This design comes from an exercise in tuning for small area, a short achievable clock period and few clock cycles on the open sky130 flow, not from production work. The RTL was checked by simulation tests, not by an equivalence proof against the original design. Power is estimated from default activity; no workload was simulated.

==> flow/design.v, too long to show whole: its modules and the start of the top module <==
// module weight_regs: 28 lines
// module window_conv: 768 lines
// module class_argmax: 828 lines
// module cnn_classifier: 48 lines
module cnn_classifier #(
    parameter int NUM_WINDOWS = 10
) (
    input  logic        clk_i,
    input  logic        rst,
    input  logic [15:0] data_i,
    input  logic [7:0]  ctrl_i,    
    output logic [3:0]  class_o,
    output logic        done_o
);
  // ...
==> flow/flow/run.sh <==
#!/bin/bash
# The standard layout, with two changes to how it is made (constraints unchanged):
#  - after the standard synthesis, polarity.py flips full-adder cells whose
#    inputs and outputs sit behind inverters (a full adder is self-dual), which
#    removes those inverters; registers and their names are untouched;
#  - timing repair aims at a setup slack of MARGIN ns.
set -euo pipefail
cd "$(dirname "$0")/.."
MARGIN=9.3
R=orfs/results/sky130hd/cnn_classifier/base
bash standard.sh synth SETUP_SLACK_MARGIN=$MARGIN > synth_flow.log 2>&1
cp $R/1_2_yosys.v 1_2_yosys.standard.v
python3 flow/polarity.py 1_2_yosys.standard.v $R/1_2_yosys.v > polarity.log 2>&1
rm -f $R/1_synth.odb $R/1_synth.sdc
bash standard.sh finish SETUP_SLACK_MARGIN=$MARGIN "BUFFER_PORTS_ARGS=-buffer_cell sky130_fd_sc_hd__buf_2" > standard_flow.log 2>&1
==> flow/flow/polarity.py <==
#!/usr/bin/env python3
"""Remove inverters around full-adder cells of a Yosys-written gate netlist.

A full adder is self-dual: FA(~a,~b,~c) = (~sum, ~carry). For each
sky130 fa cell this tries flipping it (complementing its three inputs and
its two outputs) and keeps the flip when it leaves fewer inverter cells.
Usage: polarity.py IN.v OUT.v
"""
import re, sys
from collections import defaultdict

src = open(sys.argv[1]).read()
m = re.search(r'^(module .*?;\n)(.*?)(^endmodule)', src, re.S | re.M)
head, body, tail_kw = m.group(1), m.group(2), m.group(3)
pre, post = src[:m.start()], src[m.end():]

cell_re = re.compile(r'^  (sky130_fd_sc_hd__\w+) (\\\S+ |\S+) \((.*?)\n  \);\n', re.S | re.M)
pin_re = re.compile(r'\.(\w+)\((.*?)\)(?:,|\s*$)', re.S)

decl_lines = []
cells = {}          # name -> [type, {pin: net}]
order = []
pos = 0
for cm in cell_re.finditer(body):
    decl_lines.append(body[pos:cm.start()])
    pos = cm.end()
    typ, name, pins_txt = cm.group(1), cm.group(2), cm.group(3)
    pins = {}
    for pm in re.finditer(r'\.(\w+)\(([^\n]*?)\)\s*(?:,\s*)?\n', pins_txt + "\n"):
        pins[pm.group(1)] = pm.group(2).strip()
    cells[name] = [typ, pins]
    order.append(name)
rest = body[pos:]
decl = "".join(decl_lines)
if re.search(r'\bassign\b|sky130_fd_sc_hd__', decl + rest):
    sys.exit("assign statements not supported")

OUTS = {'X', 'Y', 'Q', 'Q_N', 'SUM', 'COUT', 'HI', 'LO'}
def is_inv(t): return re.match(r'sky130_fd_sc_hd__(clk)?inv_\d+$', t) is not None
def is_fa(t): return re.match(r'sky130_fd_sc_hd__fa_\d+$', t) is not None

ports = set()
for pm in re.finditer(r'^\s*(input|output)\s*(\[\d+:\d+\])?\s*(\S+);', decl, re.M):
    ports.add(pm.group(3))
def is_port(n): return n.split('[')[0] in ports

def build():
    drv, loads = {}, defaultdict(list)
    for name in order:
        if name not in cells: continue
        typ, pins = cells[name]
        for p, n in pins.items():
            if n == '' : continue
            if p in OUTS: drv[n] = (name, p)
            else: loads[n].append((name, p))
    return drv, loads

newn = [0]
def fresh():
    newn[0] += 1
    return f"polfix_{newn[0]}"
new_wires = []

def inv_count(): return sum(1 for n in cells if is_inv(cells[n][0]))

PAIRS = [('and2','nand2'),('and3','nand3'),('and4','nand4'),('or2','nor2'),('or3','nor3'),('or4','nor4'),
         ('xor2','xnor2'),('a21o','a21oi'),('a22o','a22oi'),('a211o','a211oi'),('a31o','a31oi'),
         ('a32o','a32oi'),('a221o','a221oi'),('a41o','a41oi'),('a311o','a311oi'),('a2111o','a2111oi'),
         ('o21a','o21ai'),('o22a','o22ai'),('o211a','o211ai'),('o31a','o31ai'),('o32a','o32ai'),
         ('o221a','o221ai'),('o41a','o41ai'),('o311a','o311ai'),('o2111a','o2111ai'),('mux2','mux2i'),
         ('and2b','nand2b'),('or2b','nor2b'),('a21bo','a21boi'),('o21ba','o21bai'),('a2bb2o','a2bb2oi'),
         ('o2bb2a','o2bb2ai'),('and3b','nand3b'),('or3b','nor3b'),('and4b','nand4b'),('or4b','nor4b')]
COMP = {}
for a, b in PAIRS:
    COMP['sky130_fd_sc_hd__%s_1' % a] = ('sky130_fd_sc_hd__%s_1' % b, 'X', 'Y')
    COMP['sky130_fd_sc_hd__%s_1' % b] = ('sky130_fd_sc_hd__%s_1' % a, 'Y', 'X')
AREA = {}
_cur = None
for _l in open('/OpenROAD-flow-scripts/flow/platforms/sky130hd/lib/sky130_fd_sc_hd__tt_025C_1v80.lib'):
    _m = re.match(r'\s*cell\s*\(\s*"?(\w+)"?\s*\)', _l)
    if _m: _cur = _m.group(1)
    _m = re.match(r'\s*area\s*:\s*([\d.]+)', _l)
    if _m and _cur: AREA[_cur] = float(_m.group(1)); _cur = None
COMP = {k: v for k, v in COMP.items() if k in AREA and v[0] in AREA}

def complement(name):
    """cell name -> complement cell driving a new net, plus an inverter to the old net"""
    typ, pins = cells[name]
    ctyp, op, np_ = COMP[typ]
    n = pins[op]
    w = fresh(); new_wires.append(w)
    newpins = {p: v for p, v in pins.items() if p != op}
    newpins[np_] = w
    cells[name] = [ctyp, newpins]
    iname = f"polfix_inv_{newn[0]}"
    cells[iname] = ['sky130_fd_sc_hd__inv_1', {'A': w, 'Y': n}]
    order.append(iname)

# pre-pass: complementable cells feeding full adders get an inverter behind them
_drv, _loads = build()
for name in list(order):
    if name not in cells or cells[name][0] not in COMP: continue
    typ, pins = cells[name]
    n = pins[COMP[typ][1]]
    if is_port(n): continue
    if any(is_fa(cells[l[0]][0]) for l in _loads[n]):
        complement(name)

def try_flip(f, drv, loads, apply):
    typ, pins = cells[f]
    delta = 0
    ops = []
    for p in ('A', 'B', 'CIN'):
        n = pins[p]
        d = drv.get(n)
        if d and is_inv(cells[d[0]][0]):
            src_n = cells[d[0]][1]['A']
            # the inverter dies if this pin is its only load and its net is no port
            if len(loads[n]) == 1 and not is_port(n):
                delta -= 1
            ops.append(('in_src', p, src_n))
        else:
            # reuse an existing inverter of n
            k = [l for l in loads[n] if is_inv(cells[l[0]][0])]
            if k:
                ops.append(('in_src', p, cells[k[0][0]][1]['Y']))
            else:
                delta += 1
                ops.append(('in_new', p, n))
    for p in ('SUM', 'COUT'):
        n = pins[p]
        if is_port(n):
            return None
        ls = loads[n]
        invs = [l for l in ls if is_inv(cells[l[0]][0]) and not is_port(cells[l[0]][1]['Y'])]
        others = [l for l in ls if l not in invs]
        delta -= len(invs)
        if others: delta += 1
        ops.append(('out', p, n, invs, others))
    if not apply:
        return delta
    for op in ops:
        if op[0] == 'in_src':
            pins[op[1]] = op[2]
        elif op[0] == 'in_new':
            w = fresh(); new_wires.append(w)
            iname = f"polfix_inv_{newn[0]}"
            cells[iname] = ['sky130_fd_sc_hd__inv_1', {'A': op[2], 'Y': w}]
            order.append(iname)
            pins[op[1]] = w
        else:
            _, p, n, invs, others = op
            w = fresh(); new_wires.append(w)
            pins[p] = w
            for (jn, _) in invs:
                jy = cells[jn][1]['Y']
                # loads of the inverter's output now take the flipped output
                for name in order:
                    if name in cells:
                        for q, m_ in cells[name][1].items():
                            if m_ == jy and q not in OUTS:
                                cells[name][1][q] = w
                del cells[jn]
            if others:
                iname = f"polfix_inv_{newn[0]}"
                cells[iname] = ['sky130_fd_sc_hd__inv_1', {'A': w, 'Y': n}]
                order.append(iname)
    return delta

before = inv_count()
for it in range(6):
    changed = 0
    for f in list(order):
        if f not in cells or not is_fa(cells[f][0]): continue
        drv, loads = build()
        d = try_flip(f, drv, loads, False)
        if d is not None and d < 0:
            try_flip(f, drv, loads, True)
            changed += 1
    # drop inverters left without loads
    drv, loads = build()
    for name in list(order):
        if name in cells and is_inv(cells[name][0]):
            y = cells[name][1]['Y']
            if not loads[y] and not is_port(y):
                del cells[name]
    if not changed: break
# post-pass: an inverter that is the only load of a complementable cell merges into it
drv, loads = build()
for name in list(order):
    if name not in cells or not is_inv(cells[name][0]): continue
    a = cells[name][1]['A']; y = cells[name][1]['Y']
    d = drv.get(a)
    if not d or d[0] not in cells or cells[d[0]][0] not in COMP: continue
    if len(loads[a]) != 1 or is_port(a): continue
    dtyp, dpins = cells[d[0]]
    ctyp, op, np_ = COMP[dtyp]
    if AREA[ctyp] > AREA[dtyp] + AREA[cells[name][0]]: continue
    newpins = {p: v for p, v in dpins.items() if p != op}
    newpins[np_] = y
    cells[d[0]] = [ctyp, newpins]
    del cells[name]
    drv, loads = build()
after = inv_count()
tot = sum(AREA.get(cells[n][0], 0) for n in cells)
sys.stderr.write(f"polarity: area {tot:.1f}\n")
sys.stderr.write(f"polarity: inverters {before} -> {after}\n")

out = [pre, head, decl]
for w in new_wires:
    out.append(f"  wire {w};\n")
for name in order:
    if name not in cells: continue
    typ, pins = cells[name]
    pl = ",\n".join(f"    .{p}({n}{' ' if n.startswith(chr(92)) else ''})" for p, n in pins.items())
    out.append(f"  {typ} {name} (\n{pl}\n  );\n")
out.append(rest)
out.append(tail_kw)
out.append(post)
open(sys.argv[2], 'w').write("".join(out))
==> flow/standard.sh <==
#!/bin/bash
# synth_recipe.tcl (not shown) runs the flow's synth.tcl, then flattens the netlist and writes it again
# the make line also repeats each setting of config.mk as NAME=value (left out here)
make -C /OpenROAD-flow-scripts/flow DESIGN_CONFIG=/design/flow/config.mk WORK_HOME=/design/flow/orfs CLKGATE_MAP_FILE= SYNTH_SCRIPT=/design/flow/synth_recipe.tcl "${@:-finish}"
==> flow/config.mk <==
export PLATFORM = sky130hd
export DESIGN_NAME = cnn_classifier
export DESIGN_NICKNAME = cnn_classifier
export VERILOG_FILES = /design/flow/design.v
export SDC_FILE = /design/flow/constraint.sdc
export NUM_CORES = 4
export LEC_CHECK = 0
export CAP_MARGIN = 20
export CORE_MARGIN = 2
export CORE_UTILIZATION = 40
export CTS_CLUSTER_DIAMETER = 100
export CTS_CLUSTER_SIZE = 30
export SLEW_MARGIN = 20
==> flow/constraint.sdc <==
create_clock -name core_clock -period 13.0 [get_ports {clk_i}]
set_input_delay 2.6000 -clock core_clock [delete_from_list [all_inputs] [get_ports {clk_i}]]
set_output_delay 2.6000 -clock core_clock [all_outputs]
set_load 0.01 [all_outputs]
==> flow_metrics.py, run 1 <==
metrics = {
    "status": {
        "status": "finished clean",
    },
    "clock_network": {
        "worstSkewPairLatency_ps": 610,
        "clk_path_buf_depth": 3,
        "cts_tree": "built",
        "holdBufCountCts": 0,
        "cts_root_buf": "clkbuf_16",
    },
    "timing": {
        "setup_viol": 0,
        "setup_tns_ps": 0,
        "min_period_ps": 3660,
        "relSlewSlack": 0.239,
        "fin_crit_sh": 0.281,
        "tightest_slew_ps": 1140,
        "drv_slew": 0,
        "clock.fmax_mhz": 274,
    },
    "finish": {
        "seq_area_frac": 0.491,
        "signal_buffers": 109,
        "final_net_count": 3346,
        "largest_reg_flops": 456,
        "diodes": 0,
        "largest_cell_class": "flip-flops and latches",
        "design_area_um2": 42000,
    },
    "routing": {
        "wl_met3_um": 5720,
        "wl_met2_um": 45000,
        "drt-initial-drc-count": 2017,
        "drc": 0,
        "dr.pass1.iters": 6,
        "top_layer": "met4",
    },
    "pwr": {
        "power.switching_mw": 2.00,
        "maxPowerGroup": "sequential cells",
        "p_clk_frac": 0.209,
        "clock_net_power_mw": 1.30,
        "p_per_area_nw_per_um2": 149,
    },
    "floorplan": {
        "die_h_um": 316,
        "core_region_area_um2": 96700,
        "tap_cells": 1276,
    },
    "grt": {
        "antenna_found_initial": 1,
        "grt_use_met2": 0.319,
        "gr-max-usage-layer": "met2",
    },
    "placed_design": {
        "dpl.hpwl_um": 66000,
    },
    "synth": {
        "syn_area_um2": 39000,
        "synth-warning-count": 18,
    },
    "hold_path": {
        "whs_path_depth": 0,
    },
    "setup_path": {
        "cp-startpoint": "class_argmax_inst.class_o[1]",
    },
}
Testbench counts, summed over its fixed seeds: cycles 2,632.
==> inputs of run 2 (changes only) <==
--- a/flow/config.mk
+++ b/flow/config.mk
@@ -11,3 +11,4 @@
 export CTS_CLUSTER_DIAMETER = 100
 export CTS_CLUSTER_SIZE = 30
+export PLACE_DENSITY = 0.8
 export SLEW_MARGIN = 20
==> run 2 against run 1 <==
  * Critical path type unchanged
  * Power is 2.3% lower
  * Synthesized cell count is the same
  * Synthesized area did not move
  * Wire length fell by 8.8%
  * Setup slack got worse by 45 ps
  * Non-clock buffer count shrank 5
  * Still clean
==> flow_metrics.py, run 2 <==
metrics = {
    "pwr": {
        "p_per_area_nw_per_um2": 146,
        "power_leakage_nw": 15.8,
        "fin_total_pwr_mw": 6.10,
        "ir_drop_mv": 0.156,
    },
    "finish": {
        "top_regs": "weight_regs_inst.w_o (456), window_conv_inst.acc_q (45), window_conv_inst.feat_o (45)",
        "largest_reg_flops": 456,
        "regMostFlops": "weight_regs_inst.w_o",
        "fill_cells": 8519,
        "postLayoutCoreUtil": 0.433,
        "diodes": 0,
        "drive_gt1_frac": 0.0805,
        "final_common_cell": "edfxtp_1",
        "area_delta_synth_final_pct": 7.18,
        "final_net_count": 3338,
        "most-common-layout-cells": "edfxtp_1, fa_1, nand2_1, dfxtp_1, a22oi_1",
    },
    "timing": {
        "drv_slew": 0,
        "fin_crit_sh": 0.285,
        "clock_skew_ps": 32.8,
        "setup_viol": 0,
        "min_period_ps": 3700,
        "holdWs_ps": 371,
        "setup_tns_ps": 0,
        "rsz0062_at_grt": "yes",
        "tightest_slew_ps": 1110,
        "relSlewSlack": 0.256,
        "clock.fmax_mhz": 270,
        "final_hold_viol_count": 0,
        "setup_slack_ps": 9300,
    },
    "synth": {
        "synth-warning-count": 18,
        "syn_inst": 2860,
        "syn_nets": 3366,
        "syn_area_um2": 39000,
        "postSynthAreaPerCell_um2": 13.6,
    },
    "routing": {
        "num_vias": 22560,
        "vias_per_cell": 5.46,
        "dr.pass1.iters": 8,
        "wl_per_cell_um": 20.8,
        "wl_um": 85800,
        "drt-initial-drc-count": 2343,
        "drc": 0,
        "ant_nets": 0,
    },
    "floorplan": {
        "io_pins": 31,
        "start_util": 0.404,
        "die_w_um": 316,
        "die_h_um": 316,
        "dieArea_um2": 100000,
        "core_region_area_um2": 96700,
        "row_count": 114,
    },
    "setup_path": {
        "cp.arrival_ps": 1100,
        "max_stage_delay_ps": 340,
        "path_buf_inv": 1,
        "critical_path_class": "flip-flop to output port",
        "crit_fanout": 2,
        "crit_family": "flip-flops",
        "setup.worst_path.start_class": "flip-flop",
        "end_kind": "output port",
        "cp.required_ps": 10400,
        "path_cells": "buf_6",
        "slowest_stage": "dfxtp_2",
    },
    "grt": {
        "grt_use_met1": 0.234,
        "antenna_found_initial": 0,
        "grt_pass1_vias": 23149,
        "gr-max-usage-layer": "met2",
        "grt_max_degree": 54,
        "groute.usage.overall": 0.170,
        "grt_pass1_wl_um": 133000,
        "met3_usage": 0.0226,
        "grt_use_met2": 0.286,
        "grt_overflow": 0,
    },
    "clock_network": {
        "cts_tree": "built",
        "numClockSinks": 767,
        "worstSkewPairLatency_ps": 650,
        "cts_made_buffers": 31,
        "cts_root_buf": "clkbuf_16",
        "clk_pin_slew_ps": 110,
        "clk_path_buf_depth": 3,
        "htreeDepth": 1,
    },
    "status": {
        "status": "finished clean",
    },
    "placed_design": {
        "pre_cts_ws_ps": 8950,
        "gp_routability_congestion": 0.886,
        "dpl.hpwl_um": 60400,
        "io_buffers": 30,
    },
    "hold_path": {
        "hold_path.class": "flip-flop to flip-flop",
    },
    "job": {
        "cap_violations": 0,
    },
}
run 2: repair_timing:
item / CTS / global route
setup buffers: 6 / 14
hold buffers: 0 / 0
setup endpoints to repair: 29 / 34
endpoints found under the hold margin: 0 / 0
gates resized for setup: 19 / 24
pin swaps: 0 / 1
run 2: final timing paths:
path	startpoint	endpoint	slack [ps]	depth (start not counted)
setup / recovery	class_argmax_inst.class_o[0]	class_o[0]	9300	1
hold / removal	class_argmax_inst.s2_idx_q[3]	class_argmax_inst.s3_idx_q[3]	370	0
hold reg to reg	class_argmax_inst.s2_idx_q[3]	class_argmax_inst.s3_idx_q[3]	370	0
setup reg to reg	window_conv_inst.feat_o[19]	class_argmax_inst.ps_b_q[12]	9370	9
run 2: metal layers:
layer	vias to the layer above	routed length [um]
li1	10008	-
met5	-	0
met3	128	6930
met2	1004	41600
met1	11420	35300
met4	0	1940
run 2: where the power goes:
part	switching [mW]	total (mW)	internal, mW
sequential	0.122	3.09	2.97
combinational	1.06	1.80	0.745
clock	0.729	1.20	0.474
total	1.91	6.10	4.19
run 2: final cells by class:
type,instances,area (um2),area share
flip-flops and latches,767,20600,0.493
multi-input cells,1782,17400,0.415
well taps,1276,1600,0.0382
clock buffers,51,861,0.0206
repair buffers,104,731,0.0175
inverters,146,557,0.0133
clock inverters,7,100,0.00239
run 2: through the flow:
step / instances / cell area (um2)
2_1_floorplan: 2860 / 39000
3_3_place_gp: 4055 / 40600
3_5_place_dp: 4055 / 40600
4_1_cts: 4119 / 41600
5_1_grt: 4133 / 41800
6_report: 4133 / 41800
==> inputs of run 3 (changes only) <==
--- a/flow/config.mk
+++ b/flow/config.mk
@@ -8,7 +8,7 @@
 export CAP_MARGIN = 20
 export CORE_MARGIN = 2
-export CORE_UTILIZATION = 40
+export CORE_UTILIZATION = 65
 export CTS_CLUSTER_DIAMETER = 100
 export CTS_CLUSTER_SIZE = 30
-export PLACE_DENSITY = 0.8
+export PLACE_DENSITY = 0.75
 export SLEW_MARGIN = 20
==> run 3 against run 2 <==
  * Still clean on timing, DRC and antenna
  * Synthesized area is the same
  * Global-route usage is 12 points higher
  * Setup slack improved by 2.9 ps
  * Utilization grew 26 points
  * Sequential cell count is the same
  * Wire length increased by 4.8%
  * Final cell count shrank 12%
  * Critical path type unchanged
  * Largest cell class unchanged
==> flow_metrics.py, run 3 <==
metrics = {
    "clock_network": {
        "cts_tree": "built",
        "cts_root_buf": "clkbuf_16",
        "clk_path_buf_depth": 3,
        "holdBufCountCts": 0,
        "cts_made_buffers": 30,
        "numClockSinks": 767,
        "clk_pin_slew_ps": 110,
        "htreeDepth": 1,
        "worstSkewPairLatency_ps": 690,
    },
    "grt": {
        "groute.usage.overall": 0.294,
        "grt_max_degree": 55,
        "grt_overflow": 0,
        "antenna_found_initial": 0,
        "grt_pass1_wl_um": 139000,
        "grt_pass1_vias": 24023,
    },
    "setup_path": {
        "end_kind": "output port",
        "critical_path_class": "flip-flop to output port",
        "setup.worst_path.start_class": "flip-flop",
        "slowest_stage": "dfxtp_2",
        "crit_family": "flip-flops",
        "cp.arrival_ps": 1100,
        "path_buf_inv": 1,
        "crit_fanout": 2,
        "cp.required_ps": 10400,
        "crit_cells": 1,
        "max_stage_delay_ps": 350,
        "rr_worst_depth": 8,
        "path_cells": "buf_6",
    },
    "finish": {
        "largest_reg_flops": 456,
        "drive_gt1_frac": 0.0775,
        "area_delta_synth_final_pct": 5.48,
        "diodes": 0,
        "fin_cells": 3624,
        "final_net_count": 3334,
        "final_common_cell": "edfxtp_1",
        "most-common-layout-cells": "edfxtp_1, fa_1, nand2_1, dfxtp_1, a22oi_1",
        "top_regs": "weight_regs_inst.w_o (456), window_conv_inst.acc_q (45), window_conv_inst.feat_o (45)",
        "regMostFlops": "weight_regs_inst.w_o",
        "fill_cells": 4032,
    },
    "timing": {
        "setup_viol": 0,
        "clock.fmax_mhz": 270,
        "setup_tns_ps": 0,
        "clock_skew_ps": 59.8,
        "relSlewSlack": 0.241,
        "min_period_ps": 3700,
        "final_hold_viol_count": 0,
        "tightest_slew_ps": 1140,
        "rsz0062_at_grt": "yes",
        "fin_crit_sh": 0.284,
        "drv_slew": 0,
    },
    "placed_design": {
        "dp_cells": 3547,
        "gp_routability_congestion": 0.966,
        "dpl.hpwl_um": 64000,
        "io_buffers": 30,
    },
    "hold_path": {
        "hold_path.class": "flip-flop to flip-flop",
        "whs_path_depth": 0,
    },
    "job": {
        "cap_violations": 0,
    },
    "routing": {
        "ant_nets": 0,
        "num_vias": 22708,
        "wl_met1_um": 35700,
        "wl_per_cell_um": 24.8,
        "wl_um": 90000,
        "drt-initial-drc-count": 2262,
        "vias_per_cell": 6.27,
        "drc": 0,
        "wl_met2_um": 45200,
        "wl_met3_um": 6700,
        "dr.pass1.iters": 8,
        "top_layer": "met4",
    },
    "floorplan": {
        "start_util": 0.659,
        "dieArea_um2": 62000,
        "io_pins": 31,
        "die_h_um": 249,
        "die_w_um": 249,
        "core_region_area_um2": 59200,
        "row_count": 89,
    },
    "pwr": {
        "p_per_area_nw_per_um2": 149,
        "fin_total_pwr_mw": 6.12,
        "ir_drop_mv": 0.150,
        "power_leakage_nw": 15.8,
    },
    "synth": {
        "syn_area_um2": 39000,
        "postSynthAreaPerCell_um2": 13.6,
        "synth-warning-count": 18,
        "syn_inst": 2860,
        "syn_nets": 3366,
    },
    "status": {
        "status": "finished clean",
    },
}
run 3: where the power goes:
| part | internal, mW | total (mW) | switching [mW] |
|---|---|---|---|
| Combinational | 0.760 | 1.85 | 1.09 |
| Sequential | 2.97 | 3.09 | 0.123 |
| Clock | 0.450 | 1.18 | 0.728 |
| Total | 4.18 | 6.12 | 1.94 |
run 3: what timing repair did:
item	in CTS	in global routing
pin swaps	0	0
gates resized for setup	26	15
gates cloned	0	0
endpoints found under the setup margin	34	30
buffers inserted	3	19
run 3: worst paths after layout:
path	end	slack [ps]	startpoint
max	class_o[1]	9300	class_argmax_inst.class_o[1]
min	class_argmax_inst.s3_idx_q[3]	380	class_argmax_inst.s2_idx_q[3]
max reg2reg	class_argmax_inst.ps_b_q[8]	9390	window_conv_inst.feat_o[16]
min reg2reg	class_argmax_inst.s3_idx_q[3]	380	class_argmax_inst.s2_idx_q[3]
run 3: routing by layer:
| layer | vias to the layer above | global-route usage |
|---|---|---|
| met1 | 11548 | 0.401 |
| met3 | 147 | 0.0309 |
| met2 | 1020 | 0.507 |
| met4 | 0 | 0.0847 |
| li1 | 9993 | - |
| met5 | - | 0 |
run 3: metrics by stage:
stage	worst slack, ps	hold WS [ps]	cell area, um2	utilization
after CTS	9270	374	40900	0.691
final	9300	380	41200	0.695
after detailed placement	8930	363	39900	0.674
after global placement	8960	355	39900	0.674
after global routing	9270	389	41200	0.695
after floorplan	9310	349	39000	-
run 3: area by class of cell:
type,instances,area [um2],area share
Timing Repair Buffer,101,727,0.0177
Multi-Input combinational cell,1782,17400,0.422
Clock inverter,5,87.6,0.00213
Sequential cell,767,20600,0.501
Inverter,146,553,0.0134
Tap cell,773,967,0.0235
Clock buffer,50,826,0.0201
==> inputs of run 4 (changes only) <==
--- a/flow/flow/run.sh
+++ b/flow/flow/run.sh
@@ -7,5 +7,5 @@
 set -euo pipefail
 cd "$(dirname "$0")/.."
-MARGIN=9.3
+MARGIN=9.4
 R=orfs/results/sky130hd/cnn_classifier/base
 bash standard.sh synth SETUP_SLACK_MARGIN=$MARGIN > synth_flow.log 2>&1
==> run 4 against run 3 <==
  * First-iteration DRC count up 9.2%
  * Register-to-register slack got worse by 20 ps
  * Final cell count up 0.61%
  * Sequential cell count is the same
  * Setup slack worse by 2.4 ps
  * Clock skew is 25 ps lower
  * Critical endpoint is now class_o[3]
  * Largest power group unchanged
==> flow_metrics.py, run 4 <==
metrics = {
    "placed_design": {
        "dpl.hpwl_um": 63600,
        "io_buffers": 30,
        "gp_routability_congestion": 0.974,
    },
    "setup_path": {
        "path_buf_inv": 1,
        "crit_fanout": 2,
        "end_kind": "output port",
        "r2r-start": "window_conv_inst.feat_o[10]",
        "crit_family": "flip-flops",
        "cp.required_ps": 10400,
        "path_cells": "buf_6",
        "cp.arrival_ps": 1100,
        "cp-startpoint": "class_argmax_inst.class_o[3]",
        "slowest_stage": "dfxtp_2",
        "setup.worst_path.start_class": "flip-flop",
        "critical_path_class": "flip-flop to output port",
        "max_stage_delay_ps": 340,
    },
    "timing": {
        "final_hold_viol_count": 0,
        "drv_slew": 0,
        "tightest_slew_ps": 1210,
        "fin_crit_sh": 0.285,
        "relSlewSlack": 0.184,
        "holdWs_ps": 372,
        "setup_tns_ps": 0,
        "min_period_ps": 3700,
        "setup_viol": 0,
        "clock_skew_ps": 34.4,
        "rsz0062_at_grt": "yes",
        "clock.fmax_mhz": 270,
    },
    "finish": {
        "regMostFlops": "weight_regs_inst.w_o",
        "drive_gt1_frac": 0.102,
        "final_net_count": 3354,
        "area_delta_synth_final_pct": 6.48,
        "diodes": 0,
        "most-common-layout-cells": "edfxtp_1, fa_1, nand2_1, dfxtp_1",
        "final_common_cell": "edfxtp_1",
        "top_regs": "weight_regs_inst.w_o (456), window_conv_inst.acc_q (45), window_conv_inst.feat_o (45)",
        "largest_reg_flops": 456,
    },
    "pwr": {
        "ir_drop_mv": 0.178,
        "p_per_area_nw_per_um2": 148,
        "power_leakage_nw": 15.9,
    },
    "clock_network": {
        "numClockSinks": 767,
        "clk_path_buf_depth": 3,
        "htreeDepth": 1,
        "cts_made_buffers": 31,
        "cts_tree": "built",
        "cts_root_buf": "clkbuf_16",
        "clk_pin_slew_ps": 110,
        "worstSkewPairLatency_ps": 670,
    },
    "grt": {
        "grt_overflow": 0,
        "grt_pass1_wl_um": 140000,
        "antenna_found_initial": 0,
        "groute.usage.overall": 0.295,
        "grt_pass1_vias": 23998,
        "grt_use_met2": 0.500,
        "gr-max-usage-layer": "met2",
        "grt_max_degree": 54,
        "met3_usage": 0.0387,
        "grt_use_met1": 0.403,
    },
    "synth": {
        "synth-warning-count": 18,
        "syn_area_um2": 39000,
        "syn_inst": 2860,
        "syn_nets": 3366,
        "postSynthAreaPerCell_um2": 13.6,
    },
    "floorplan": {
        "io_pins": 31,
        "start_util": 0.659,
        "row_count": 89,
        "die_h_um": 249,
        "dieArea_um2": 62000,
        "core_region_area_um2": 59200,
        "die_w_um": 249,
    },
    "routing": {
        "wl_um": 91400,
        "wl_per_cell_um": 25.1,
        "drt-initial-drc-count": 2471,
        "num_vias": 23085,
        "vias_per_cell": 6.33,
        "drc": 0,
        "ant_nets": 0,
        "dr.pass1.iters": 10,
    },
    "hold_path": {
        "hold_path.class": "flip-flop to flip-flop",
        "hold_start": "class_argmax_inst.s2_idx_q[3]",
    },
    "job": {
        "cap_violations": 0,
    },
    "status": {
        "status": "finished clean",
    },
}
## run 4: cell count changes in the layout (fill, tap and decap cells not counted), moves of 10 or more
cell,change
fa_1,-14
dfxtp_4,+10
fa_2,+14
buf_4,+20
a22oi_2,+27
a22oi_1,-27
## run 4: where the power goes
group          switching [mW]  leakage (nW)  internal [mW]  total [mW]
combinational            1.09          8.44          0.752        1.84
sequential              0.123          7.03           2.97        3.09
clock                   0.740         0.455          0.470        1.21
## run 4: worst paths after layout
path                                                       to  slack [ps]  cells after the start
worst min-delay path            class_argmax_inst.s3_idx_q[3]         370                      0
worst max register to register   class_argmax_inst.ps_b_q[11]        9370                      8
worst max-delay path                               class_o[3]        9300                      1
worst min register to register  class_argmax_inst.s3_idx_q[3]         370                      0
## run 4: area by class of cell
class                      instances  area (um2)
clock buffer                      51         851
timing repair buffer             120         851
inverter                         146         553
fill                            3967       17700
sequential                       767       20700
clock inverter                     7         103
tap                              773         967
multi-input combinational       1782       17600
## run 4: routing by layer
layer / share of wire / vias up
li1: - / 10025
met1: 0.40 / 11825
met2: 0.49 / 1072
met3: 0.078 / 163
met4: 0.030 / 0
met5: 0 / -
## run 4: stage by stage
step | instances | setup WS, ps | power [mW] | area (um2) | util
4_1_cts | 3612 | 9260 | 6.15 | 41000 | 0.692
5_1_grt | 3646 | 9260 | 6.47 | 41600 | 0.702
3_5_place_dp | 3546 | 8930 | 4.96 | 39900 | 0.674
3_3_place_gp | 3546 | 9000 | 4.88 | 39900 | 0.674
2_1_floorplan | 2860 | 9410 | 4.42 | 39000 | -
6_report | 3646 | 9300 | 6.14 | 41600 | 0.702
## run 4: what timing repair did
| action | 4_1_cts | 5_1_grt |
|---|---|---|
| setup buffers | 8 | 34 |
| hold buffers | 0 | 0 |
| pin swaps | 0 | 21 |
| endpoints found under the setup margin | 35 | 29 |
| resized for setup | 37 | 63 |
## run 4: worst reg2reg max path, stage by stage, from the launching register on
cell,delay (ps)
edfxtp_1,550
buf_4,200
a22oi_1,160
xnor2_1,120
fa_1,620
fa_1,460
fa_1,450
fa_2,570
fa_1,400
==> inputs of run 5 (changes only) <==
--- a/flow/flow/run.sh
+++ b/flow/flow/run.sh
@@ -7,5 +7,5 @@
 set -euo pipefail
 cd "$(dirname "$0")/.."
-MARGIN=9.4
+MARGIN=9.25
 R=orfs/results/sky130hd/cnn_classifier/base
 bash standard.sh synth SETUP_SLACK_MARGIN=$MARGIN > synth_flow.log 2>&1
==> run 5 against run 4 <==
  * Still clean on timing, DRC and antenna
  * Sequential cell count stayed put
  * Non-clock buffer count is 36 lower
  * Final cell count is 0.85% lower
  * Sequential power hardly changed
  * Die area stayed put
  * Via count is 0.90% lower
  * Highest routed layer is now met5
==> flow_metrics.py, run 5 <==
metrics = {
    "status": {
        "status": "finished clean",
    },
    "grt": {
        "grt_overflow": 0,
        "grt_pass1_vias": 24271,
        "grt_max_degree": 55,
        "groute.usage.overall": 0.295,
        "antenna_found_initial": 1,
        "grt_pass1_wl_um": 139000,
    },
    "timing": {
        "final_hold_viol_count": 0,
        "clock_skew_ps": 34.6,
        "setup_tns_ps": 0,
        "fin_crit_sh": 0.283,
        "drv_slew": 0,
        "tightest_slew_ps": 1150,
        "rsz0062_at_grt": "yes",
        "min_period_ps": 3680,
        "relSlewSlack": 0.228,
        "clock.fmax_mhz": 272,
        "setup_viol": 0,
    },
    "routing": {
        "wl_met2_um": 43300,
        "num_vias": 22877,
        "wl_met3_um": 8050,
        "vias_per_cell": 6.33,
        "wl_met1_um": 35000,
        "dr.pass1.iters": 6,
        "wl_um": 89400,
        "drc": 0,
        "ant_nets": 0,
        "top_layer": "met5",
        "wl_per_cell_um": 24.7,
        "drt-initial-drc-count": 2379,
    },
    "finish": {
        "diodes": 0,
        "register_area_um2": 20600,
        "most-common-layout-cells": "edfxtp_1, fa_1, nand2_1, dfxtp_1, a22oi_1",
        "area_delta_synth_final_pct": 5.55,
        "largest_reg_flops": 456,
        "design_area_um2": 41200,
        "final_common_cell": "edfxtp_1",
        "fill_cells": 4073,
        "final_net_count": 3322,
        "drive_gt1_frac": 0.0718,
        "top_regs": "weight_regs_inst.w_o (456), window_conv_inst.acc_q (45), window_conv_inst.feat_o (45)",
        "regMostFlops": "weight_regs_inst.w_o",
        "multi_input_area_um2": 17400,
    },
    "setup_path": {
        "cp.required_ps": 10400,
        "rr_worst_depth": 7,
        "r2r_slack_ps": 9350,
        "slowest_stage": "dfxtp_1",
        "end_kind": "output port",
        "path_cells": "buf_2",
        "rr_endpoint": "class_argmax_inst.ps_b_q[16]",
        "max_stage_delay_ps": 350,
        "setup.worst_path.start_class": "flip-flop",
        "crit_fanout": 2,
        "crit_family": "flip-flops",
        "path_buf_inv": 1,
        "critical_path_class": "flip-flop to output port",
        "cp.arrival_ps": 1080,
        "r2r-start": "class_argmax_inst.bo_q[0][1]",
    },
    "pwr": {
        "p_per_area_nw_per_um2": 152,
        "power_leakage_nw": 15.8,
        "ir_drop_mv": 0.150,
    },
    "floorplan": {
        "io_pins": 31,
        "die_h_um": 249,
        "dieArea_um2": 62000,
        "row_count": 89,
        "start_util": 0.659,
        "die_w_um": 249,
        "core_region_area_um2": 59200,
    },
    "clock_network": {
        "clk_path_buf_depth": 3,
        "cts_made_buffers": 35,
        "worstSkewPairLatency_ps": 610,
        "cts_root_buf": "clkbuf_16",
        "htreeDepth": 2,
        "clk_pin_slew_ps": 110,
        "numClockSinks": 767,
        "cts_tree": "built",
    },
    "synth": {
        "syn_inst": 2860,
        "syn_area_um2": 39000,
        "synth-warning-count": 18,
        "syn_nets": 3366,
        "postSynthAreaPerCell_um2": 13.6,
    },
    "placed_design": {
        "dpl.hpwl_um": 63000,
        "gp_routability_congestion": 0.918,
        "io_buffers": 30,
        "place_area_um2": 39900,
    },
    "hold_path": {
        "hold_start": "class_argmax_inst.s2_idx_q[3]",
        "holdPathEnd": "class_argmax_inst.s3_idx_q[3]",
        "whs_path_depth": 0,
        "hold_path.class": "flip-flop to flip-flop",
    },
    "job": {
        "cap_violations": 0,
    },
}
==> run 5: metal layers <==
metal  GRT usage  vias up
li1            -     9975
met1       0.397    11566
met2       0.489     1143
met3      0.0489      191
met4       0.110        2
met5           0        -
==> run 5: cell type report <==
cell class | instances | area share
Clock buffer | 51 | 0.0227
Inverter | 146 | 0.0135
Sequential cell | 767 | 0.500
Clock inverter | 12 | 0.00522
Tap cell | 773 | 0.0235
Timing Repair Buffer | 84 | 0.0135
Multi-Input combinational cell | 1782 | 0.421
==> run 5: worst max-delay path by stage <==
stage,start,end,slack (ps),cells past startpoint
floorplan,class_argmax_inst.bn_q[0][0],class_argmax_inst.ps_b_q[7],9270,10
finish,class_argmax_inst.class_o[1],class_o[1],9320,1
CTS,class_argmax_inst.bo_q[2][1],class_argmax_inst.ps_b_q[10],9260,8
global placement,class_argmax_inst.bn_q[3][1],class_argmax_inst.ps_b_q[16],8990,7
detailed placement,class_argmax_inst.bn_q[3][1],class_argmax_inst.ps_b_q[17],8910,7
global route,window_conv_inst.feat_o[21],class_argmax_inst.ps_b_q[11],9240,8
==> run 5: repair_timing <==
item,in CTS,in global routing
endpoints found under the setup margin,18,24
resized for setup,10,17
hold buffers,0,0
buffers inserted,1,5
==> run 5: through the flow <==
stage / hold slack (ps) / setup WS [ps] / cells / utilization / power, mW
2_1_floorplan: 349 / 9270 / 2860 / - / 4.42
3_3_place_gp: 356 / 8990 / 3546 / 0.674 / 4.87
3_5_place_dp: 368 / 8910 / 3546 / 0.674 / 4.95
4_1_cts: 383 / 9260 / 3610 / 0.694 / 6.28
5_1_grt: 392 / 9240 / 3615 / 0.696 / 6.61
6_report: 381 / 9320 / 3615 / 0.696 / 6.27
==> run 5: where the power goes <==
group          switching, mW  internal, mW  total [mW]
Sequential             0.129          2.97        3.10
Combinational           1.07         0.749        1.82
Clock                  0.788         0.560        1.35
==> inputs of run 6 (changes only) <==
--- a/flow/flow/run.sh
+++ b/flow/flow/run.sh
@@ -7,5 +7,5 @@
 set -euo pipefail
 cd "$(dirname "$0")/.."
-MARGIN=9.25
+MARGIN=9.3
 R=orfs/results/sky130hd/cnn_classifier/base
 bash standard.sh synth SETUP_SLACK_MARGIN=$MARGIN > synth_flow.log 2>&1
--- a/flow/config.mk
+++ b/flow/config.mk
@@ -6,5 +6,5 @@
 export NUM_CORES = 4
 export LEC_CHECK = 0
-export CAP_MARGIN = 20
+export CAP_MARGIN = 0
 export CORE_MARGIN = 2
 export CORE_UTILIZATION = 65
@@ -12,3 +12,3 @@
 export CTS_CLUSTER_SIZE = 30
 export PLACE_DENSITY = 0.75
-export SLEW_MARGIN = 20
+export SLEW_MARGIN = 0
==> run 6 against run 5 <==
  * Power shrank 2.5%
  * Setup slack got worse by 14 ps
  * Clock-buffer cell count stayed put
  * Synthesized area unchanged
  * Synthesized cell count did not move
  * Critical path type unchanged
  * Largest power group unchanged
==> flow_metrics.py, run 6 <==
metrics = {
    "finish": {
        "multi_input_area_um2": 17300,
        "drive_gt1_frac": 0.0785,
        "final_net_count": 3335,
        "register_area_um2": 20600,
        "fill_cells": 4044,
        "diodes": 0,
        "top_regs": "weight_regs_inst.w_o (456), window_conv_inst.acc_q (45), window_conv_inst.feat_o (45)",
        "postLayoutCoreUtil": 0.694,
        "regMostFlops": "weight_regs_inst.w_o",
        "final_common_cell": "edfxtp_1",
        "area_delta_synth_final_pct": 5.34,
        "most-common-layout-cells": "edfxtp_1, fa_1, nand2_1, dfxtp_1, a22oi_1",
        "largest_reg_flops": 456,
    },
    "setup_path": {
        "slowest_stage": "dfxtp_2",
        "setup.worst_path.start_class": "flip-flop",
        "critical_path_class": "flip-flop to output port",
        "r2r-start": "window_conv_inst.feat_o[18]",
        "cp.arrival_ps": 1100,
        "end_kind": "output port",
        "path_buf_inv": 1,
        "max_stage_delay_ps": 350,
        "path_cells": "buf_6",
        "cp-startpoint": "class_argmax_inst.class_o[0]",
        "crit_fanout": 2,
        "cp.required_ps": 10400,
        "crit_family": "flip-flops",
    },
    "grt": {
        "grt_overflow": 0,
        "antenna_found_initial": 0,
        "grt_max_degree": 55,
        "groute.usage.overall": 0.295,
        "grt_pass1_wl_um": 140000,
        "grt_pass1_vias": 24101,
    },
    "floorplan": {
        "die_w_um": 249,
        "core_region_area_um2": 59200,
        "row_count": 89,
        "dieArea_um2": 62000,
        "die_h_um": 249,
        "io_pins": 31,
        "start_util": 0.659,
    },
    "timing": {
        "setup_viol": 0,
        "setup_slack_ps": 9300,
        "rsz0062_at_grt": "yes",
        "min_period_ps": 3700,
        "relSlewSlack": 0.0963,
        "fin_crit_sh": 0.284,
        "setup_tns_ps": 0,
        "final_hold_viol_count": 0,
        "drv_slew": 0,
        "clock.fmax_mhz": 271,
        "tightest_slew_ps": 1350,
        "clock_skew_ps": 52.0,
    },
    "routing": {
        "wl_per_cell_um": 24.9,
        "num_vias": 22740,
        "drt-initial-drc-count": 2345,
        "vias_per_cell": 6.27,
        "ant_nets": 0,
        "wl_um": 90300,
        "dr.pass1.iters": 6,
        "drc": 0,
    },
    "pwr": {
        "p_clk_frac": 0.193,
        "power_leakage_nw": 15.8,
        "power.switching_mw": 1.94,
        "p_int_mw": 4.18,
        "ir_drop_mv": 0.127,
        "comb_power_share": 0.301,
        "pwr-share-seq": 0.505,
        "switching_share": 0.317,
        "p_per_area_nw_per_um2": 149,
    },
    "synth": {
        "syn_nets": 3366,
        "syn_area_um2": 39000,
        "synth-warning-count": 18,
        "postSynthAreaPerCell_um2": 13.6,
        "syn_inst": 2860,
    },
    "clock_network": {
        "clk_pin_slew_ps": 120,
        "cts_tree": "built",
        "holdBufCountCts": 0,
        "htreeDepth": 1,
        "cts_root_buf": "clkbuf_16",
        "worstSkewPairLatency_ps": 680,
        "numClockSinks": 767,
        "clk_path_buf_depth": 3,
        "cts_made_buffers": 30,
    },
    "placed_design": {
        "io_buffers": 30,
        "gp_routability_congestion": 0.966,
        "dpl.hpwl_um": 64000,
        "pre_cts_ws_ps": 8910,
    },
    "hold_path": {
        "hold_path.class": "flip-flop to flip-flop",
        "hold_start": "class_argmax_inst.s2_idx_q[1]",
    },
    "status": {
        "status": "finished clean",
    },
    "job": {
        "cap_violations": 0,
    },
}
## run 6: power groups by stage
stage               sequential [mW]  clock (mW)  combinational (mW)
floorplan                      3.11           0                1.31
global route                   3.12        1.28                2.06
detailed placement             3.15           0                1.82
CTS                            3.09        1.20                1.83
finish                         3.09        1.18                1.84
global placement               3.13           0                1.73
## run 6: metrics by stage
| stage | instances | cell area (um2) | total power, mW | hold WS (ps) |
|---|---|---|---|---|
| 2_1_floorplan | 2860 | 39000 | 4.42 | 349 |
| 3_3_place_gp | 3547 | 39900 | 4.86 | 355 |
| 3_5_place_dp | 3547 | 39900 | 4.96 | 361 |
| 4_1_cts | 3606 | 40900 | 6.12 | 376 |
| 5_1_grt | 3626 | 41100 | 6.46 | 392 |
| 6_report | 3626 | 41100 | 6.11 | 379 |
## run 6: repair_timing
action                     in CTS  in global routing
setup endpoints to repair      34                 31
buffers inserted                3                 20
pin swaps                       0                  1
resized for setup              26                 20
## run 6: path summary, 6_finish.rpt
kind,to,slack (ps),cells past startpoint
worst min register to register,class_argmax_inst.s3_idx_q[1],380,0
worst max register to register,class_argmax_inst.ps_b_q[9],9410,8
worst min-delay path,class_argmax_inst.s3_idx_q[1],380,0
worst max-delay path,class_o[0],9300,1
## run 6: area by class of cell
cell class | instances | share of cell area
clock buffer | 51 | 0.0202
clock inverter | 5 | 0.00201
inverter | 146 | 0.0134
multi-input combinational | 1782 | 0.421
sequential | 767 | 0.502
tap | 773 | 0.0235
timing repair buffer | 102 | 0.0180
## run 6: metal layers
metal	track usage	share of wire
met5	0	0
met4	0.0900	0.029
met3	0.0358	0.078
met2	0.501	0.50
met1	0.404	0.40
==> inputs of run 7 (changes only) <==
==> flow/flow/run.sh (replaced) <==
#!/bin/bash
# The standard layout, with two changes to how it is made (constraints unchanged):
#  - after the standard synthesis, polarity.py flips full-adder cells (and swaps simple gates for
#    their inverting twins) whose
#    inputs and outputs sit behind inverters (a full adder is self-dual), which
#    removes those inverters; registers and their names are untouched;
#  - timing repair aims at a setup slack of MARGIN ns.
set -euo pipefail
cd "$(dirname "$0")/.."
MARGIN=9.3
R=orfs/results/sky130hd/cnn_classifier/base
bash standard.sh synth SETUP_SLACK_MARGIN=$MARGIN > synth_flow.log 2>&1
cp $R/1_2_yosys.v 1_2_yosys.standard.v
python3 flow/polarity.py 1_2_yosys.standard.v $R/1_2_yosys.v > polarity.log 2>&1
rm -f $R/1_synth.odb $R/1_synth.sdc
bash standard.sh finish SETUP_SLACK_MARGIN=$MARGIN > standard_flow.log 2>&1
--- a/flow/config.mk
+++ b/flow/config.mk
@@ -6,9 +6,8 @@
 export NUM_CORES = 4
 export LEC_CHECK = 0
-export CAP_MARGIN = 0
+export CAP_MARGIN = 20
 export CORE_MARGIN = 2
-export CORE_UTILIZATION = 65
+export CORE_UTILIZATION = 40
 export CTS_CLUSTER_DIAMETER = 100
 export CTS_CLUSTER_SIZE = 30
-export PLACE_DENSITY = 0.75
-export SLEW_MARGIN = 0
+export SLEW_MARGIN = 20
==> run 7 against run 6 <==
  * Die area is 61% higher
  * Hold slack lost 4.4 ps
  * Power increased by 2.5%
  * Critical path depth is the same
  * Final cell count is 14% higher
  * Combinational power about the same
  * Global-route usage is 11 points lower
  * Critical path type unchanged
  * Critical endpoint unchanged
==> flow_metrics.py, run 7 <==
metrics = {
    "status": {
        "status": "finished clean",
    },
    "grt": {
        "grt_overflow": 0,
        "grt_pass1_vias": 23467,
        "grt_pass1_wl_um": 144000,
        "groute.usage.overall": 0.189,
        "grt_max_degree": 57,
        "antenna_found_initial": 0,
    },
    "clock_network": {
        "htreeDepth": 2,
        "numClockSinks": 767,
        "cts_root_buf": "clkbuf_16",
        "clk_path_buf_depth": 3,
        "cts_tree": "built",
        "cts_made_buffers": 34,
        "clk_pin_slew_ps": 120,
        "holdBufCountCts": 0,
        "worstSkewPairLatency_ps": 610,
    },
    "setup_path": {
        "end_kind": "output port",
        "crit_family": "flip-flops",
        "path_buf_inv": 1,
        "cp.arrival_ps": 1060,
        "slowest_stage": "dfxtp_2",
        "cp.required_ps": 10400,
        "critical_path_class": "flip-flop to output port",
        "max_stage_delay_ps": 350,
        "path_cells": "buf_6",
        "crit_fanout": 2,
        "setup.worst_path.start_class": "flip-flop",
    },
    "timing": {
        "setup_viol": 0,
        "setup_slack_ps": 9340,
        "setup_tns_ps": 0,
        "final_hold_viol_count": 0,
        "relSlewSlack": 0.235,
        "min_period_ps": 3660,
        "clock_skew_ps": 41.9,
        "fin_crit_sh": 0.281,
        "clock.fmax_mhz": 273,
        "tightest_slew_ps": 1150,
        "drv_slew": 0,
        "rsz0062_at_grt": "yes",
    },
    "floorplan": {
        "die_w_um": 316,
        "dieArea_um2": 100000,
        "core_region_area_um2": 96700,
        "row_count": 114,
        "start_util": 0.404,
        "io_pins": 31,
        "die_h_um": 316,
    },
    "finish": {
        "most-common-layout-cells": "edfxtp_1, fa_1, nand2_1, dfxtp_1, a22oi_1",
        "final_common_cell": "edfxtp_1",
        "final_net_count": 3348,
        "regMostFlops": "weight_regs_inst.w_o",
        "design_area_um2": 42200,
        "drive_gt1_frac": 0.0768,
        "fin_cells": 4142,
        "largest_reg_flops": 456,
        "area_delta_synth_final_pct": 7.98,
        "diodes": 0,
        "top_regs": "weight_regs_inst.w_o (456), window_conv_inst.acc_q (45), window_conv_inst.feat_o (45)",
    },
    "synth": {
        "syn_nets": 3366,
        "synth-warning-count": 18,
        "postSynthAreaPerCell_um2": 13.6,
        "syn_inst": 2860,
        "syn_area_um2": 39000,
    },
    "placed_design": {
        "io_buffers": 30,
        "gp_routability_congestion": 0.900,
        "place_area_um2": 40800,
        "dpl.hpwl_um": 66100,
        "pre_cts_ws_ps": 8970,
        "dp_cells": 4058,
    },
    "pwr": {
        "power_leakage_nw": 15.9,
        "fin_total_pwr_mw": 6.26,
        "p_per_area_nw_per_um2": 149,
        "ir_drop_mv": 0.118,
    },
    "job": {
        "cap_violations": 0,
    },
    "routing": {
        "ant_nets": 0,
        "wl_um": 94300,
        "vias_per_cell": 5.42,
        "drt-initial-drc-count": 2391,
        "dr.pass1.iters": 6,
        "wl_per_cell_um": 22.8,
        "drc": 0,
        "num_vias": 22433,
    },
    "hold_path": {
        "hold_path.class": "flip-flop to flip-flop",
    },
}
## run 7: final cells by class
type | instances | area [um2]
clock buffers | 50 | 932
clock inverters | 10 | 181
fillers | 8699 | 54600
inverters | 146 | 553
multi-input cells | 1782 | 17300
flip-flops and latches | 767 | 20600
well taps | 1276 | 1600
repair buffers | 111 | 915
## run 7: stage by stage
stage / utilization / hold slack [ps]
after floorplan: - / 349
after global placement: 0.421 / 355
after detailed placement: 0.421 / 359
after CTS: 0.433 / 372
after global routing: 0.436 / 377
final: 0.436 / 375
## run 7: power breakdown
group	internal, mW	switching (mW)
clock	0.544	0.785
sequential	2.97	0.120
combinational	0.751	1.10
## run 7: what timing repair did
action	in CTS	in global routing
setup buffers	3	21
endpoints found under the hold margin	0	0
endpoints found under the setup margin	33	30
gates resized for setup	46	21
## run 7: layer usage
metal  share of wire  vias up  track usage
met4           0.018        0       0.0406
met1            0.45    11520        0.267
met3           0.062      104       0.0233
met2            0.47      800        0.312
li1                -    10009            -
met5               0        -            0
## run 7: path summary, 6_finish.rpt
kind	depth (start not counted)	end	startpoint	slack, ps
max	1	class_o[0]	class_argmax_inst.class_o[0]	9340
min	0	class_argmax_inst.s3_idx_q[3]	class_argmax_inst.s2_idx_q[3]	370
max reg2reg	7	class_argmax_inst.ps_b_q[16]	window_conv_inst.feat_o[8]	9370
min reg2reg	0	class_argmax_inst.s3_idx_q[3]	class_argmax_inst.s2_idx_q[3]	370
==> inputs of run 8 (changes only) <==
==> flow/flow/run.sh (replaced) <==
#!/bin/bash
# The standard layout, with three changes to how it is made (constraints unchanged):
#  - after the standard synthesis, polarity.py flips full-adder cells (a full
#    adder is self-dual) and swaps simple gates for their inverting twins where
#    that removes inverters; registers and their names are untouched;
#  - timing repair aims at a setup slack of MARGIN ns;
#  - the port buffers are buf_2 cells.
set -euo pipefail
cd "$(dirname "$0")/.."
MARGIN=9.3
R=orfs/results/sky130hd/cnn_classifier/base
bash standard.sh synth SETUP_SLACK_MARGIN=$MARGIN > synth_flow.log 2>&1
cp $R/1_2_yosys.v 1_2_yosys.standard.v
python3 flow/polarity.py 1_2_yosys.standard.v $R/1_2_yosys.v > polarity.log 2>&1
rm -f $R/1_synth.odb $R/1_synth.sdc
bash standard.sh finish SETUP_SLACK_MARGIN=$MARGIN "BUFFER_PORTS_ARGS=-buffer_cell sky130_fd_sc_hd__buf_2" > standard_flow.log 2>&1
--- a/flow/flow/polarity.py
+++ b/flow/flow/polarity.py
@@ -5,4 +5,6 @@
 sky130 fa cell this tries flipping it (complementing its three inputs and
 its two outputs) and keeps the flip when it leaves fewer inverter cells.
+Also swaps simple gates for their inverting twins (and2 -> nand2 + inverter)
+so the flips can absorb them, and merges leftover pairs back.
 Usage: polarity.py IN.v OUT.v
 """
--- a/flow/config.mk
+++ b/flow/config.mk
@@ -6,8 +6,10 @@
 export NUM_CORES = 4
 export LEC_CHECK = 0
-export CAP_MARGIN = 20
+export CAP_MARGIN = 0
 export CORE_MARGIN = 2
-export CORE_UTILIZATION = 40
+export CORE_UTILIZATION = 65
 export CTS_CLUSTER_DIAMETER = 100
 export CTS_CLUSTER_SIZE = 30
-export SLEW_MARGIN = 20
+export GPL_TIMING_DRIVEN = 0
+export PLACE_DENSITY = 0.75
+export SLEW_MARGIN = 0
==> run 8 against run 7 <==
  * Sequential cell count stayed put
  * Fmax shrank 1.6%
  * Clock-buffer cell count rose by 1
  * Synthesized cell count did not move
  * Clock skew is 12 ps lower
  * Utilization rose by 28 points
  * Global-route usage up 14 points
  * Design area rose by 0.49%
  * Clock power decreased by 8%
  * Register-to-register slack worse by 30 ps
  * Sequential power about the same
  * Sequential share of layout area down 0.28 points
  * Critical path type unchanged
  * Critical endpoint is now class_o[3]
  * Largest power group unchanged
==> flow_metrics.py, run 8 <==
metrics = {
    "status": {
        "status": "finished clean",
    },
    "clock_network": {
        "worstSkewPairLatency_ps": 660,
        "holdBufCountCts": 0,
        "htreeDepth": 1,
        "cts_setup_buffers": 0,
        "cts_tree": "built",
        "cts_root_buf": "clkbuf_16",
        "numClockSinks": 767,
        "clk_path_buf_depth": 3,
        "clk_pin_slew_ps": 110,
        "cts_made_buffers": 31,
    },
    "finish": {
        "most-common-layout-cells": "edfxtp_1, fa_1, nand2_1, dfxtp_1, a22oi_1",
        "final_net_count": 3461,
        "final_common_cell": "edfxtp_1",
        "largest_reg_flops": 456,
        "regMostFlops": "weight_regs_inst.w_o",
        "top_regs": "weight_regs_inst.w_o (456), window_conv_inst.acc_q (45), window_conv_inst.feat_o (45)",
        "area_delta_synth_final_pct": 8.52,
        "fin_cells": 3754,
        "drive_gt1_frac": 0.105,
        "fill_cells": 3935,
    },
    "grt": {
        "antenna_found_initial": 3,
        "grt_pass1_wl_um": 152000,
        "grt_max_degree": 45,
        "grt_overflow": 0,
        "grt_pass1_vias": 24679,
        "groute.usage.overall": 0.329,
    },
    "placed_design": {
        "dp_cells": 3695,
        "gp_routability_congestion": 1.05,
        "dpl.hpwl_um": 75700,
        "io_buffers": 30,
    },
    "setup_path": {
        "path_cells": "buf_6",
        "r2r_slack_ps": 9340,
        "setup.worst_path.start_class": "flip-flop",
        "crit_fanout": 2,
        "path_buf_inv": 1,
        "slowest_stage": "dfxtp_2",
        "cp.required_ps": 10400,
        "crit_family": "flip-flops",
        "critical_path_class": "flip-flop to output port",
        "max_stage_delay_ps": 340,
        "cp.arrival_ps": 1120,
        "end_kind": "output port",
    },
    "timing": {
        "fin_crit_sh": 0.286,
        "setup_viol": 0,
        "clock.fmax_mhz": 269,
        "rsz0062_at_grt": "yes",
        "tightest_slew_ps": 1200,
        "min_period_ps": 3720,
        "final_hold_viol_count": 0,
        "setup_tns_ps": 0,
        "relSlewSlack": 0.197,
        "drv_slew": 0,
        "clock_skew_ps": 30.0,
    },
    "pwr": {
        "p_per_area_nw_per_um2": 146,
        "power_leakage_nw": 16.4,
        "ir_drop_mv": 0.133,
    },
    "routing": {
        "drt-initial-drc-count": 2732,
        "drc": 0,
        "ant_nets": 0,
        "dr.pass1.iters": 6,
        "num_vias": 23591,
        "wl_um": 101000,
        "vias_per_cell": 6.28,
        "wl_per_cell_um": 26.9,
    },
    "floorplan": {
        "dieArea_um2": 62000,
        "row_count": 89,
        "io_pins": 31,
        "die_h_um": 249,
        "start_util": 0.659,
        "core_region_area_um2": 59200,
        "die_w_um": 249,
    },
    "synth": {
        "syn_area_um2": 39000,
        "syn_inst": 2860,
        "synth-warning-count": 18,
        "syn_nets": 3366,
        "postSynthAreaPerCell_um2": 13.6,
    },
    "hold_path": {
        "hold_path.class": "flip-flop to flip-flop",
    },
    "job": {
        "cap_violations": 0,
    },
}
## run 8: path summary, 6_finish.rpt
check	from	end	depth (start not counted)
worst max register to register	class_argmax_inst.bt_q[2][0]	class_argmax_inst.ps_b_q[10]	8
worst max-delay path	class_argmax_inst.class_o[3]	class_o[3]	1
worst min register to register	class_argmax_inst.s2_idx_q[3]	class_argmax_inst.s3_idx_q[3]	0
worst min-delay path	class_argmax_inst.s2_idx_q[3]	class_argmax_inst.s3_idx_q[3]	0
## run 8: timing repair
item / 4_1_cts / 5_1_grt
resized for setup: 88 / 127
endpoints found under the setup margin: 39 / 40
cloned: 0 / 0
pin swaps: 0 / 2
## run 8: stage by stage
stage | hold slack (ps) | util | worst slack (ps) | cell area, um2 | power (mW)
2_1_floorplan | 349 | - | 9310 | 39000 | 4.42
3_3_place_gp | 356 | 0.678 | 8020 | 40200 | 4.87
3_5_place_dp | 362 | 0.691 | 8760 | 40900 | 4.98
4_1_cts | 375 | 0.711 | 9250 | 42100 | 6.18
5_1_grt | 383 | 0.715 | 9240 | 42400 | 6.50
6_report | 372 | 0.715 | 9280 | 42400 | 6.18
## run 8: where the power goes
part	switching [mW]	internal, mW
registers	0.123	2.97
logic	1.09	0.774
clock network	0.751	0.471
total	1.97	4.21
## run 8: area by class of cell
type                       instances  area, um2  share of cell area
clock buffer                      51        851              0.0201
buffer                           165        852              0.0201
multi-input combinational       1782      17600               0.416
timing repair buffer              62        800              0.0189
sequential                       767      20600               0.487
antenna                            1       2.50           0.0000591
inverter                         146        549              0.0130
tap                              773        967              0.0228
clock inverter                     7        105             0.00248
## run 8: layer usage
layer,part of all wire,up-vias,GRT usage,routed length (um)
li1,-,10271,-,-
met1,0.38,11915,0.436,37900
met2,0.49,1174,0.554,49300
met3,0.085,231,0.0474,8590
met4,0.050,0,0.136,5050
met5,0,-,0,0
==> inputs of run 9 (changes only) <==
--- a/flow/config.mk
+++ b/flow/config.mk
@@ -11,5 +11,5 @@
 export CTS_CLUSTER_DIAMETER = 100
 export CTS_CLUSTER_SIZE = 30
-export GPL_TIMING_DRIVEN = 0
 export PLACE_DENSITY = 0.75
 export SLEW_MARGIN = 0
+export TNS_END_PERCENT = 5
==> run 9 against run 8 <==
  * Still clean on timing, DRC and antenna
  * Sequential power is essentially flat
  * Final cell count shrank 3.6%
  * Wire length decreased by 11%
  * Synthesized area unchanged
  * Combinational power decreased by 2%
  * Global-route usage decreased by 3.5 points
  * Synthesized cell count is the same
  * Largest cell class unchanged
  * Largest power group unchanged
==> flow_metrics.py, run 9 <==
metrics = {
    "placed_design": {
        "dpl.hpwl_um": 62900,
        "gp_routability_congestion": 0.918,
        "dp_cells": 3546,
        "io_buffers": 30,
        "pre_cts_ws_ps": 8920,
        "place_area_um2": 39900,
    },
    "grt": {
        "grt_pass1_wl_um": 139000,
        "grt_pass1_vias": 24251,
        "antenna_found_initial": 1,
        "groute.usage.overall": 0.295,
        "grt_max_degree": 55,
        "grt_overflow": 0,
    },
    "hold_path": {
        "hold_path.class": "flip-flop to flip-flop",
        "hold_start": "class_argmax_inst.s2_idx_q[3]",
        "whs_path_depth": 0,
        "holdPathEnd": "class_argmax_inst.s3_idx_q[3]",
    },
    "finish": {
        "register_area_um2": 20600,
        "fill_cells": 4022,
        "fin_cells": 3617,
        "final_common_cell": "edfxtp_1",
        "area_delta_synth_final_pct": 5.48,
        "multi_input_area_um2": 17300,
        "top_regs": "weight_regs_inst.w_o (456), window_conv_inst.acc_q (45), window_conv_inst.feat_o (45)",
        "regMostFlops": "weight_regs_inst.w_o",
        "largest_reg_flops": 456,
        "design_area_um2": 41200,
        "drive_gt1_frac": 0.0749,
        "most-common-layout-cells": "edfxtp_1, fa_1, nand2_1, dfxtp_1, a22oi_1",
        "diodes": 0,
        "final_net_count": 3324,
    },
    "clock_network": {
        "clk_path_buf_depth": 3,
        "htreeDepth": 2,
        "worstSkewPairLatency_ps": 610,
        "cts_tree": "built",
        "numClockSinks": 767,
        "cts_made_buffers": 34,
        "holdBufCountCts": 0,
        "cts_root_buf": "clkbuf_16",
        "clk_pin_slew_ps": 110,
    },
    "floorplan": {
        "core_region_area_um2": 59200,
        "die_w_um": 249,
        "dieArea_um2": 62000,
        "row_count": 89,
        "die_h_um": 249,
        "start_util": 0.659,
        "io_pins": 31,
    },
    "timing": {
        "relSlewSlack": 0.102,
        "fin_crit_sh": 0.282,
        "drv_slew": 0,
        "tightest_slew_ps": 1340,
        "rsz0062_at_grt": "yes",
        "min_period_ps": 3670,
        "setup_slack_ps": 9330,
        "setup_viol": 0,
        "setup_tns_ps": 0,
        "final_hold_viol_count": 0,
        "clock_skew_ps": 38.0,
        "clock.fmax_mhz": 272,
    },
    "setup_path": {
        "path_buf_inv": 1,
        "rr_worst_depth": 6,
        "crit_family": "flip-flops",
        "end_kind": "output port",
        "crit_fanout": 2,
        "slowest_stage": "dfxtp_2",
        "critical_path_class": "flip-flop to output port",
        "path_cells": "buf_2",
        "rr_endpoint": "class_argmax_inst.ps_b_q[15]",
        "max_stage_delay_ps": 340,
        "r2r-start": "class_argmax_inst.bn_q[1][2]",
        "setup.worst_path.start_class": "flip-flop",
        "r2r_slack_ps": 9340,
        "cp.arrival_ps": 1070,
        "cp.required_ps": 10400,
    },
    "status": {
        "status": "finished clean",
    },
    "routing": {
        "num_vias": 22860,
        "ant_nets": 0,
        "wl_per_cell_um": 24.8,
        "wl_um": 89800,
        "dr.pass1.iters": 6,
        "drc": 0,
        "vias_per_cell": 6.32,
        "drt-initial-drc-count": 2243,
    },
    "pwr": {
        "p_per_area_nw_per_um2": 152,
        "power_leakage_nw": 15.8,
        "ir_drop_mv": 0.130,
    },
    "synth": {
        "synth-warning-count": 18,
        "syn_inst": 2860,
        "postSynthAreaPerCell_um2": 13.6,
        "syn_area_um2": 39000,
        "syn_nets": 3366,
    },
    "job": {
        "cap_violations": 0,
    },
}
-- run 9: what timing repair did --
| item | 4_1_cts | 5_1_grt |
|---|---|---|
| setup buffers | 1 | 8 |
| gates cloned | 0 | 0 |
| pin swaps | 0 | 0 |
| setup endpoints to repair | 29 | 51 |
| resized for setup | 21 | 15 |
-- run 9: worst max path at each step --
stage	startpoint	endpoint	slack (ps)	cells past startpoint
final	class_argmax_inst.class_o[3]	class_o[3]	9330	1
after global routing	window_conv_inst.feat_o[20]	class_argmax_inst.ps_b_q[12]	9280	8
after CTS	class_argmax_inst.bo_q[2][1]	class_argmax_inst.ps_b_q[10]	9290	8
after detailed placement	class_argmax_inst.bn_q[3][1]	class_argmax_inst.ps_b_q[17]	8920	7
after global placement	class_argmax_inst.bn_q[3][1]	class_argmax_inst.ps_b_q[16]	8990	7
after floorplan	class_argmax_inst.bn_q[0][0]	class_argmax_inst.ps_b_q[7]	9270	10
-- run 9: layout make-up --
type,instances,share of cell area
Inverter,146,0.0135
Clock buffer,52,0.0228
Timing Repair Buffer,87,0.0143
Clock inverter,10,0.00453
Multi-Input combinational cell,1782,0.420
Sequential cell,767,0.501
Tap cell,773,0.0235
-- run 9: where the power goes --
| group | total [mW] | internal [mW] | switching [mW] |
|---|---|---|---|
| Combinational | 1.83 | 0.752 | 1.08 |
| Sequential | 3.10 | 2.97 | 0.129 |
| Clock | 1.33 | 0.553 | 0.780 |
| Total | 6.26 | 4.27 | 1.99 |
-- run 9: per-stage QoR --
stage | hold WS, ps | total power, mW | utilization
3_3_place_gp | 356 | 4.87 | 0.674
4_1_cts | 381 | 6.27 | 0.693
2_1_floorplan | 349 | 4.42 | -
6_report | 376 | 6.26 | 0.695
5_1_grt | 383 | 6.60 | 0.695
3_5_place_dp | 364 | 4.96 | 0.674
-- run 9: per-layer routing --
| metal | vias to the layer above | part of all wire | track usage |
|---|---|---|---|
| li1 | 9968 | - | - |
| met1 | 11625 | 0.39 | 0.391 |
| met2 | 1078 | 0.48 | 0.485 |
| met3 | 187 | 0.090 | 0.0581 |
| met4 | 2 | 0.036 | 0.115 |
| met5 | - | 0.00012 | 0 |

==> port drivers added, routing unchanged <==
Ports are ideal in the flow. The routed layouts listed here were re-timed in OpenROAD. Step 1 sets driving cells, clkbuf_16 on the clock port and buf_2 on the other inputs (assumed; they add their load-dependent delay and slew). Step 2 moves the port delays by t, midway between the first and last clock arrival at a register: inputs arrive t later, outputs are due t later. That takes back most of the time a late clock gives input paths. Three values: no drivers, after step 1, after step 2; two values: the first two.
run | t (ns) | slack for setup (ns) | latest minus earliest clock arrival (ns) | worst register clock-pin slew, ns | cell pins on the clock port's net
run 1 | 0.663 | 9.344 / 9.275 / 9.371 | 0.045 / 0.045 | 0.11 / 0.11 | 1
run 2 | 0.685 | 9.299 / 9.243 / 9.374 | 0.034 / 0.034 | 0.12 / 0.12 | 1
run 3 | 0.719 | 9.302 / 9.239 / 9.386 | 0.064 / 0.064 | 0.12 / 0.12 | 1
run 4 | 0.712 | 9.299 / 9.237 / 9.372 | 0.034 / 0.035 | 0.12 / 0.12 | 1
run 5 | 0.659 | 9.318 / 9.253 / 9.349 | 0.037 / 0.037 | 0.11 / 0.11 | 1
run 6 | 0.724 | 9.304 / 9.237 / 9.409 | 0.054 / 0.053 | 0.12 / 0.12 | 1
run 7 | 0.670 | 9.343 / 9.268 / 9.371 | 0.049 / 0.049 | 0.12 / 0.12 | 1
run 8 | 0.712 | 9.285 / 9.223 / 9.337 | 0.037 / 0.037 | 0.12 / 0.12 | 1
run 9 | 0.661 | 9.329 / 9.264 / 9.340 | 0.043 / 0.043 | 0.12 / 0.12 | 1
After both steps setup and hold are still met in every run listed.
